What follows belongs to an exercise in optimizing a design on an open flow for a short achievable clock period and few clock cycles; a production flow would make more cautious choices.
Only simulation tests tie the RTL to the original design; equivalence was not proved.
Power and IR drop assume default switching activity.

==> design.v <==
package icache_pkg;
	localparam int NUM_WAYS = 4;
	localparam int WAY_IDX_W = 2;
	localparam int WORDS_PER_SLICE = 16;
	localparam int WORD_BYTES = 4;
	localparam int SLICE_BYTES = WORDS_PER_SLICE * WORD_BYTES;
	localparam int SLICE_SHIFT = 6;
	localparam int WORD_IDX_W = 4;
	localparam int L2_CREDITS = 2;
	localparam int CREDIT_W = $clog2(L2_CREDITS + 1);
	typedef logic [31:0] word_t;
	typedef logic [31:0] addr_t;
	typedef enum logic [1:0]
	{
		IDLE,
		REQUEST,
		COMMIT
	} refill_state_e;
endpackage
`timescale 1ns/100ps
module icache_slice
(
	input  logic                  clk,
	input  logic                  rst_n,
	input  icache_pkg::addr_t                 i_pc,
	input  logic                  i_fill_we,
	input  logic [icache_pkg::WORD_IDX_W-1:0] i_fill_idx,
	input  icache_pkg::word_t                 i_fill_data,
	input  logic                  i_commit,
	input  icache_pkg::addr_t                 i_new_base,
	output logic                  o_hit,
	output icache_pkg::word_t                 o_word
);
	icache_pkg::addr_t base_q;
	logic [32:0]       bound_q;
	icache_pkg::word_t mem [icache_pkg::WORDS_PER_SLICE];
	always_ff @(posedge clk, negedge rst_n)
	begin
		if (!rst_n)
		begin
			base_q  <= '1;
			bound_q <= {1'b0, 32'hffff_ffff};
		end
		else if (i_commit)
		begin
			base_q  <= i_new_base;
			bound_q <= {1'b0, i_new_base} + 33'(icache_pkg::SLICE_BYTES);
		end
	end
	assign o_hit = (i_pc >= base_q) && ({1'b0, i_pc} < bound_q);
	always_ff @(posedge clk)
	begin
		if (i_fill_we)
			mem[i_fill_idx] <= i_fill_data;
	end
	always_ff @(posedge clk)
	begin
		o_word <= mem[i_pc[$clog2(icache_pkg::WORD_BYTES) +: icache_pkg::WORD_IDX_W]];
	end
endmodule
`timescale 1ns/100ps
module icache_refill_ctrl
(
	input  logic                  clk,
	input  logic                  rst_n,
	input  icache_pkg::addr_t                 i_pc,
	input  logic [icache_pkg::NUM_WAYS-1:0]   i_hit,
	input  logic                  i_l2_rvalid,
	input  icache_pkg::word_t                 i_l2_rdata,
	output logic                  o_miss,
	output logic                  o_l2_req,
	output icache_pkg::addr_t                 o_l2_addr,
	output logic [icache_pkg::NUM_WAYS-1:0]   o_fill_we,
	output logic [icache_pkg::WORD_IDX_W-1:0] o_fill_idx,
	output icache_pkg::word_t                 o_fill_data,
	output logic [icache_pkg::NUM_WAYS-1:0]   o_commit,
	output icache_pkg::addr_t                 o_new_base
);
	localparam int IDX_W  = icache_pkg::WORD_IDX_W;
	localparam int CNT_W  = icache_pkg::WORD_IDX_W + 1;
	localparam int CRD_W  = icache_pkg::CREDIT_W;
	localparam int WAYS   = icache_pkg::NUM_WAYS;
	icache_pkg::refill_state_e state, state_nxt;
	icache_pkg::addr_t block_base;
	logic [icache_pkg::WORD_IDX_W:0]   req_cnt;
	logic [icache_pkg::WORD_IDX_W-1:0] ret_cnt;
	logic [icache_pkg::CREDIT_W-1:0]   credit_cnt;
	logic [icache_pkg::WAY_IDX_W-1:0]  victim_ptr;
	logic [icache_pkg::NUM_WAYS-1:0]   victim_oh;
	logic                  pc_miss;
	logic                  last_ret;
	assign pc_miss   = ~|i_hit;
	assign last_ret  = i_l2_rvalid && (ret_cnt == IDX_W'(icache_pkg::WORDS_PER_SLICE - 1));
	assign victim_oh = WAYS'(1) << victim_ptr;
	always_comb
	begin
		state_nxt = state;
		case (state)
			icache_pkg::IDLE:
				if (pc_miss)
					state_nxt = icache_pkg::REQUEST;
			icache_pkg::REQUEST:
				if (last_ret)
					state_nxt = icache_pkg::COMMIT;
			icache_pkg::COMMIT:
				state_nxt = icache_pkg::IDLE;
			default:
				state_nxt = icache_pkg::IDLE;
		endcase
	end
	always_ff @(posedge clk, negedge rst_n)
	begin
		if (!rst_n)
			state <= icache_pkg::IDLE;
		else
			state <= state_nxt;
	end
	always_ff @(posedge clk)
	begin
		if (state == icache_pkg::IDLE && pc_miss)
			block_base <= {i_pc[32-1:icache_pkg::SLICE_SHIFT], {icache_pkg::SLICE_SHIFT{1'b0}}};
	end
	always_ff @(posedge clk, negedge rst_n)
	begin
		if (!rst_n)
		begin
			req_cnt <= '0;
			ret_cnt <= '0;
		end
		else if (state == icache_pkg::IDLE)
		begin
			req_cnt <= '0;
			ret_cnt <= '0;
		end
		else
		begin
			if (o_l2_req)
				req_cnt <= req_cnt + 1'b1;
			if (i_l2_rvalid)
				ret_cnt <= ret_cnt + 1'b1;
		end
	end
	always_ff @(posedge clk, negedge rst_n)
	begin
		if (!rst_n)
			credit_cnt <= CRD_W'(icache_pkg::L2_CREDITS);
		else if (o_l2_req && !i_l2_rvalid)
			credit_cnt <= credit_cnt - 1'b1;
		else if (!o_l2_req && i_l2_rvalid)
			credit_cnt <= credit_cnt + 1'b1;
	end
	always_ff @(posedge clk, negedge rst_n)
	begin
		if (!rst_n)
			victim_ptr <= '0;
		else if (state == icache_pkg::COMMIT)
			victim_ptr <= victim_ptr + 1'b1;
	end
	assign o_miss = pc_miss || (state != icache_pkg::IDLE);
	assign o_l2_req = (state == icache_pkg::REQUEST) &&
		(req_cnt < CNT_W'(icache_pkg::WORDS_PER_SLICE)) && (credit_cnt != '0);
	assign o_l2_addr = block_base + (32'(req_cnt) << $clog2(icache_pkg::WORD_BYTES));
	assign o_fill_we   = (state == icache_pkg::REQUEST && i_l2_rvalid) ? victim_oh : '0;
	assign o_fill_idx  = ret_cnt;
	assign o_fill_data = i_l2_rdata;
	assign o_commit   = (state == icache_pkg::COMMIT) ? victim_oh : '0;
	assign o_new_base = block_base;
endmodule
`timescale 1ns/100ps
module icache_read_sel
(
	input  logic                clk,
	input  logic                rst_n,
	input  logic [icache_pkg::NUM_WAYS-1:0] i_hit,
	input  logic [icache_pkg::NUM_WAYS*32-1:0] i_word,
	output icache_pkg::word_t               o_code,
	output logic                o_code_valid
);
	logic [icache_pkg::NUM_WAYS-1:0] hit_q;
	always_ff @(posedge clk, negedge rst_n)
	begin
		if (!rst_n)
			hit_q <= '0;
		else
			hit_q <= i_hit;
	end
	assign o_code_valid = |hit_q;
	always_comb
	begin
		o_code = '0;
		for (int w = 0; w < icache_pkg::NUM_WAYS; w++)
			o_code = o_code | (i_word[w*32 +: 32] & {32{hit_q[w]}});
	end
endmodule
`timescale 1ns/100ps
module icache_top
(
	input  logic  clk,
	input  logic  rst_n,
	input  logic [31:0] i_pc,
	input  logic  i_l2_rvalid,
	input  logic [31:0] i_l2_rdata,
	output logic [31:0] o_code,
	output logic  o_code_valid,
	output logic  o_miss,
	output logic  o_l2_req,
	output logic [31:0] o_l2_addr
);
	logic [icache_pkg::NUM_WAYS-1:0]   way_hit;
	logic [icache_pkg::NUM_WAYS*32-1:0] way_word;
	logic [icache_pkg::NUM_WAYS-1:0]   fill_we;
	logic [icache_pkg::WORD_IDX_W-1:0] fill_idx;
	icache_pkg::word_t                 fill_data;
	logic [icache_pkg::NUM_WAYS-1:0]   commit;
	icache_pkg::addr_t                 new_base;
	icache_refill_ctrl icache_refill_ctrl_inst
	(
		.clk         (clk),
		.rst_n       (rst_n),
		.i_pc        (i_pc),
		.i_hit       (way_hit),
		.i_l2_rvalid (i_l2_rvalid),
		.i_l2_rdata  (i_l2_rdata),
		.o_miss      (o_miss),
		.o_l2_req    (o_l2_req),
		.o_l2_addr   (o_l2_addr),
		.o_fill_we   (fill_we),
		.o_fill_idx  (fill_idx),
		.o_fill_data (fill_data),
		.o_commit    (commit),
		.o_new_base  (new_base)
	);
	for (genvar w = 0; w < icache_pkg::NUM_WAYS; w++)
	begin : g_way
		icache_slice icache_slice_inst
		(
			.clk         (clk),
			.rst_n       (rst_n),
			.i_pc        (i_pc),
			.i_fill_we   (fill_we[w]),
			.i_fill_idx  (fill_idx),
			.i_fill_data (fill_data),
			.i_commit    (commit[w]),
			.i_new_base  (new_base),
			.o_hit       (way_hit[w]),
			.o_word      (way_word[w*32 +: 32])
		);
	end
	icache_read_sel icache_read_sel_inst
	(
		.clk          (clk),
		.rst_n        (rst_n),
		.i_hit        (way_hit),
		.i_word       (way_word),
		.o_code       (o_code),
		.o_code_valid (o_code_valid)
	);
endmodule
==> run.sh <==
#!/bin/bash
# synth_recipe.tcl (not shown) runs the flow's synth.tcl, then flattens the netlist and writes it again
# the make line also repeats each setting of config.mk as NAME=value (left out here)
make -C /OpenROAD-flow-scripts/flow DESIGN_CONFIG=/design/flow/config.mk WORK_HOME=/design/flow/orfs CLKGATE_MAP_FILE= SYNTH_SCRIPT=/design/flow/synth_recipe.tcl finish
==> config.mk <==
export PLATFORM = sky130hd
export DESIGN_NAME = icache_top
export DESIGN_NICKNAME = icache_top
export VERILOG_FILES = /design/flow/design.v
export SDC_FILE = /design/flow/constraint.sdc
export NUM_CORES = 4
export LEC_CHECK = 0
export CAP_MARGIN = 20
export CORE_MARGIN = 2
export CORE_UTILIZATION = 40
export SLEW_MARGIN = 20
==> constraint.sdc <==
create_clock -name core_clock -period 5.5 [get_ports {clk}]
set_input_delay 1.1000 -clock core_clock [delete_from_list [all_inputs] [get_ports {clk}]]
set_output_delay 1.1000 -clock core_clock [all_outputs]
set_load 0.01 [all_outputs]
==> results.txt <==
## worst max-delay path, stage by stage
cell	delay (ns)
sky130_fd_sc_hd__clkdlybuf4s50_1	0.49
sky130_fd_sc_hd__inv_2	0.08
sky130_fd_sc_hd__ha_1	0.30
sky130_fd_sc_hd__nand2b_1	0.17
sky130_fd_sc_hd__a2111o_1	0.42
sky130_fd_sc_hd__o211ai_1	0.11
sky130_fd_sc_hd__o211ai_1	0.19
sky130_fd_sc_hd__a311oi_2	0.39
sky130_fd_sc_hd__a211oi_1	0.11
sky130_fd_sc_hd__or4_4	0.53
sky130_fd_sc_hd__nand2_2	0.11
sky130_fd_sc_hd__clkbuf_2	0.14
## routing by layer
| layer | share of wire, % | GRT usage [%] | up-vias |
|---|---|---|---|
| li1 | - | - | 20400 |
| met1 | 43 | 28.8 | 25800 |
| met2 | 48 | 31.6 | 1712 |
| met3 | 7.3 | 3.37 | 324 |
| met4 | 2.4 | 5.38 | 14 |
| met5 | 0.036 | 0 | - |
## power breakdown
group          internal (mW)  switching (mW)  total (mW)
Combinational           1.34            2.18        3.52
Sequential              20.8           0.391        21.2
Clock                   9.70            7.08        16.8
Total                   31.8            9.65        41.5
## metrics by stage
stage | setup WS (ns) | util, % | hold slack (ns)
floorplan | 0.132 | - | 0.458
global placement | -0.321 | 43.0 | 0.469
detailed placement | -0.334 | 43.0 | 0.475
CTS | 0.0175 | 46.4 | 0.276
global route | 0.0541 | 46.4 | 0.335
finish | 0.252 | 46.4 | 0.325
## placed cells by master, fill, tap and decap left out, types with 24 or more instances in the layout
cell type and count:
sky130_fd_sc_hd__edfxtp_1 2074, sky130_fd_sc_hd__mux4_2 621, sky130_fd_sc_hd__ha_1 245, sky130_fd_sc_hd__clkbuf_16 239
sky130_fd_sc_hd__inv_1 224, sky130_fd_sc_hd__nand2_1 223, sky130_fd_sc_hd__buf_4 217, sky130_fd_sc_hd__dfstp_2 213
sky130_fd_sc_hd__o21ai_0 141, sky130_fd_sc_hd__dfxtp_1 128, sky130_fd_sc_hd__a21oi_1 108, sky130_fd_sc_hd__mux2_2 104
sky130_fd_sc_hd__clkdlybuf4s50_1 92, sky130_fd_sc_hd__a22oi_1 64, sky130_fd_sc_hd__nor2_4 60, sky130_fd_sc_hd__clkbuf_1 56
sky130_fd_sc_hd__nand4_1 49, sky130_fd_sc_hd__nor2_1 47, sky130_fd_sc_hd__clkinv_2 47, sky130_fd_sc_hd__nand3_1 34
sky130_fd_sc_hd__clkbuf_8 33, sky130_fd_sc_hd__a211oi_1 32, sky130_fd_sc_hd__buf_2 32, sky130_fd_sc_hd__xor2_1 29
sky130_fd_sc_hd__xnor2_1 29, sky130_fd_sc_hd__clkinv_1 28, sky130_fd_sc_hd__bufinv_16 26, sky130_fd_sc_hd__nor2b_1 24
## synthesized netlist by cell type (3+ instances only)
master	count
sky130_fd_sc_hd__edfxtp_1	2074
sky130_fd_sc_hd__mux4_2	621
sky130_fd_sc_hd__ha_1	245
sky130_fd_sc_hd__nand2_1	228
sky130_fd_sc_hd__inv_1	225
sky130_fd_sc_hd__dfstp_2	213
sky130_fd_sc_hd__clkbuf_1	163
sky130_fd_sc_hd__o21ai_0	141
sky130_fd_sc_hd__dfxtp_1	128
sky130_fd_sc_hd__a21oi_1	108
sky130_fd_sc_hd__nor2_1	107
sky130_fd_sc_hd__mux2_2	104
sky130_fd_sc_hd__a22oi_1	64
sky130_fd_sc_hd__buf_1	56
sky130_fd_sc_hd__nand4_1	49
sky130_fd_sc_hd__nand3_1	34
sky130_fd_sc_hd__a211oi_1	32
sky130_fd_sc_hd__xnor2_1	29
sky130_fd_sc_hd__xor2_1	29
sky130_fd_sc_hd__nor2b_1	24
sky130_fd_sc_hd__mux2i_1	23
sky130_fd_sc_hd__dfrtp_1	22
sky130_fd_sc_hd__a21o_1	17
sky130_fd_sc_hd__nor3_1	16
sky130_fd_sc_hd__and3_1	11
sky130_fd_sc_hd__buf_2	11
sky130_fd_sc_hd__a221oi_1	7
sky130_fd_sc_hd__and4_1	7
sky130_fd_sc_hd__nor4_1	7
sky130_fd_sc_hd__o211ai_1	7
sky130_fd_sc_hd__buf_4	6
sky130_fd_sc_hd__o21a_1	6
sky130_fd_sc_hd__a2111oi_0	5
sky130_fd_sc_hd__a31oi_1	4
sky130_fd_sc_hd__and2_1	4
sky130_fd_sc_hd__and4b_1	3
sky130_fd_sc_hd__o22ai_1	3
sky130_fd_sc_hd__o31ai_1	3
sky130_fd_sc_hd__or3_1	3
## path summary, 6_finish.rpt
kind,from,end,slack [ns],depth (start not counted)
max in group asynchronous,rst_n,g_way[0].icache_slice_inst.bound_q[29],4.18,2
hold reg to reg,g_way[0].icache_slice_inst.bound_q[26],g_way[0].icache_slice_inst.bound_q[26],0.48,2
setup / recovery,i_pc[0],o_miss,0.25,12
hold / removal,rst_n,g_way[2].icache_slice_inst.bound_q[32],0.32,1
min in group core_clock,g_way[0].icache_slice_inst.bound_q[26],g_way[0].icache_slice_inst.bound_q[26],0.48,2
setup reg to reg,g_way[0].icache_slice_inst.base_q[5],icache_refill_ctrl_inst.block_base[7],1.65,13
## what timing repair did
action,CTS,global route
hold buffers,0,0
hold endpoints to repair,0,0
endpoints found under the setup margin,1,1
resized for setup,4,4
pin swaps,0,1
## registers in the layout, summed over array words and instances (netlist names)
signal / cells
icache_refill_ctrl_inst.state: 2
g_way.icache_slice_inst.base_q: 107
icache_refill_ctrl_inst.ret_cnt: 4
g_way.icache_slice_inst.mem: 2048
g_way.icache_slice_inst.o_word: 128
g_way.icache_slice_inst.bound_q: 109
icache_refill_ctrl_inst.credit_cnt: 2
icache_refill_ctrl_inst.victim_ptr: 2
icache_refill_ctrl_inst.req_cnt: 5
icache_refill_ctrl_inst.block_base: 26
icache_read_sel_inst.hit_q: 4
## cells by family after synthesis
logic type | Yosys count | synth area share, %
AO/OA/AOI/OAI | 414 | 2.63
XOR/XNOR | 58 | 0.526
adder cells (fa/ha/maj) | 245 | 3.17
buffers and inverters | 461 | 1.83
flip-flops | 2437 | 73.5
multiplexers | 748 | 15.9
other | 1 | 0.00388
AND/OR/NAND/NOR | 507 | 2.41
## cell type report
cell class / instances / area share, %
Clock buffer: 329 / 5.96
Inverter: 225 / 0.757
Sequential cell: 2437 / 63.7
Multi-Input combinational cell: 1974 / 21.8
Clock inverter: 124 / 1.37
Timing Repair Buffer: 366 / 2.83
Tap cell: 3185 / 3.57
Antenna cell: 6 / 0.0135
==> results.txt <==
- Result of the run: timing/DRC/antenna clean
- Clock latency at the later pin of the worst-skew pair: approximately 0.9 ns
- Async set-reset flop share out of synthesis: around a tenth
- Share of synthesized area occupied by flip-flops and latches: 73.5%
- # setup viols final: 0
- Crit path arrival time: roughly 4.2 ns
- I/O pin count: about 130
- Crit share post-route: between 90% and 100%
- Number of nets in the finished design: between 5000 and 6000
- Worst setup path class: in -> out
- Detail-routed via count per cell: roughly 5.6
- Clock buffer count from CTS: between 200 and 250
- Number of vias in the routed layout: 48200
- Largest voltage drop on the vdd net: ~0.00028 V
- Max Fanout on Critical Path: 4
- Area of combinational cells with multiple inputs: 24400 µm²
- DP Cell Count: slightly above 8000
- Area post-placement: about 100000 µm²
- CTS root buf: sky130_fd_sc_hd__clkbuf_16
- Power density over cell area: approximately 370 nW/µm²
- Number of DRC violations after detailed-routing iteration 0: approximately 5300
- Overall fraction of global-route tracks in use: 20.0%
- Cells after Synth: about 4900
- Area leader, netlist: sky130_fd_sc_hd__edfxtp_1
- Number of nets with antenna violations after detailed routing: 0
- Final critical-path required period: 5.25 ns
- Gpl congestion: between 0.8 and 0.9
- Setup repair after global routing missed its margin: no
- Pre-antenna DRT Iters: 6
- Fill cell total of the finished layout: 19900
- Initial antenna violation count: 17
- Slew at the pin closest to its max-slew limit: approximately 1.1 ns
- Classification of the worst-slack hold path: in -> async
- Ratio of cells with drive above 1 in the final layout: between 30 and 40%
- Width of the chip: 495 µm
- Count of final max-slew check failures: 0
- H-tree levels: 4
- CTS tree: done
- Overall power: roughly 41 mW
- Number of max-capacitance violations reported: 0
- DPL Wire Length: ~140000 µm
- Via count of the first global-routing pass: a little under 50000
- Fmax: 191 MHz
- Cell Count, Final, Fillers Out: about 8600
- Number of synthesized register bits: approximately 2400
- I/O Buffers: ~130
- Core footprint: 240000 µm²
- Primary flip-flop cell chosen by synthesis mapping: sky130_fd_sc_hd__edfxtp_1
- Final hold viol count: 0
- Post-Synthesis Mean Instance Area: between 15 and 20 µm²
- Cell area after layout: about 110000 µm²
- Combined flip-flop and latch cell area: 71000 µm²
- Overall overflow remaining after global route: 0
- Cell Rows: between 150 and 200
- Netlist area before placement: a little under 100000 µm²
- Leading post-synthesis cells by cell area: sky130_fd_sc_hd__edfxtp_1, sky130_fd_sc_hd__mux4_2, sky130_fd_sc_hd__dfstp_2
- Buffer depth of the longest clock path: 3
- Synthesis-to-layout area growth: 15.5%
- Number of warning messages in the yosys log: 3
- Post CTS Setup Buffer Count: 0
- Initial cell density of the core: approximately two fifths
- Setup TNS: 0 ns
- Wire length of the first global-routing pass: ~350000 µm
- Final Skew: 0.0819 ns
- DIE AREA: 245000 µm²
- Slew HR: between 20% and 30%
- Clock transition at path regs: approximately 0.060 ns
- Routed length per instance: 28.4 µm
- Count of different cell masters after synthesis: 65
- DRC violation count after routing: 0
- Worst endpoint required time: between 4 and 5 ns
- Number of flops mapped to enable cells by yosys: slightly above 2000
- Share of the synthesized area in the top cell type: between 60 and 70%
- Overall routed net length: around 250000 µm
- Element type at the critical path start: input pin
- Clock sink count: around 2400
- Leakage dissipation: roughly 36 nW
- Pin count of the biggest net entering global routing: 137
- Vert. Die Dim: between 400 and 500 µm
- Type of element capturing the critical path: output pin
Testbench counts, summed over its fixed seeds: cycles 104,077.

## static timing again, ports no longer ideal
In the flow no input, the clock included, has a driving cell. The finished layout below was timed again as built, in two steps. Step 1: set_driving_cell puts a clkbuf_16 on clk and a buf_2 on each other input, an assumption about the parent block. Step 2, shift: input delay + t, output delay - t, t = (earliest + latest rising clock arrival at the registers) / 2. This alone moves slack from input paths to output paths. Three values: no drivers, after step 1, after step 2; two values: the first two.
t, ns: 0.948
slack for setup (ns): 0.252 / 0.225 / 0.225
worst setup path at the end: input to output
After both steps setup and hold are still met in this run. For this run, drivers alone change the setup slack by -0.027 ns; drivers and shift together by -0.027 ns.
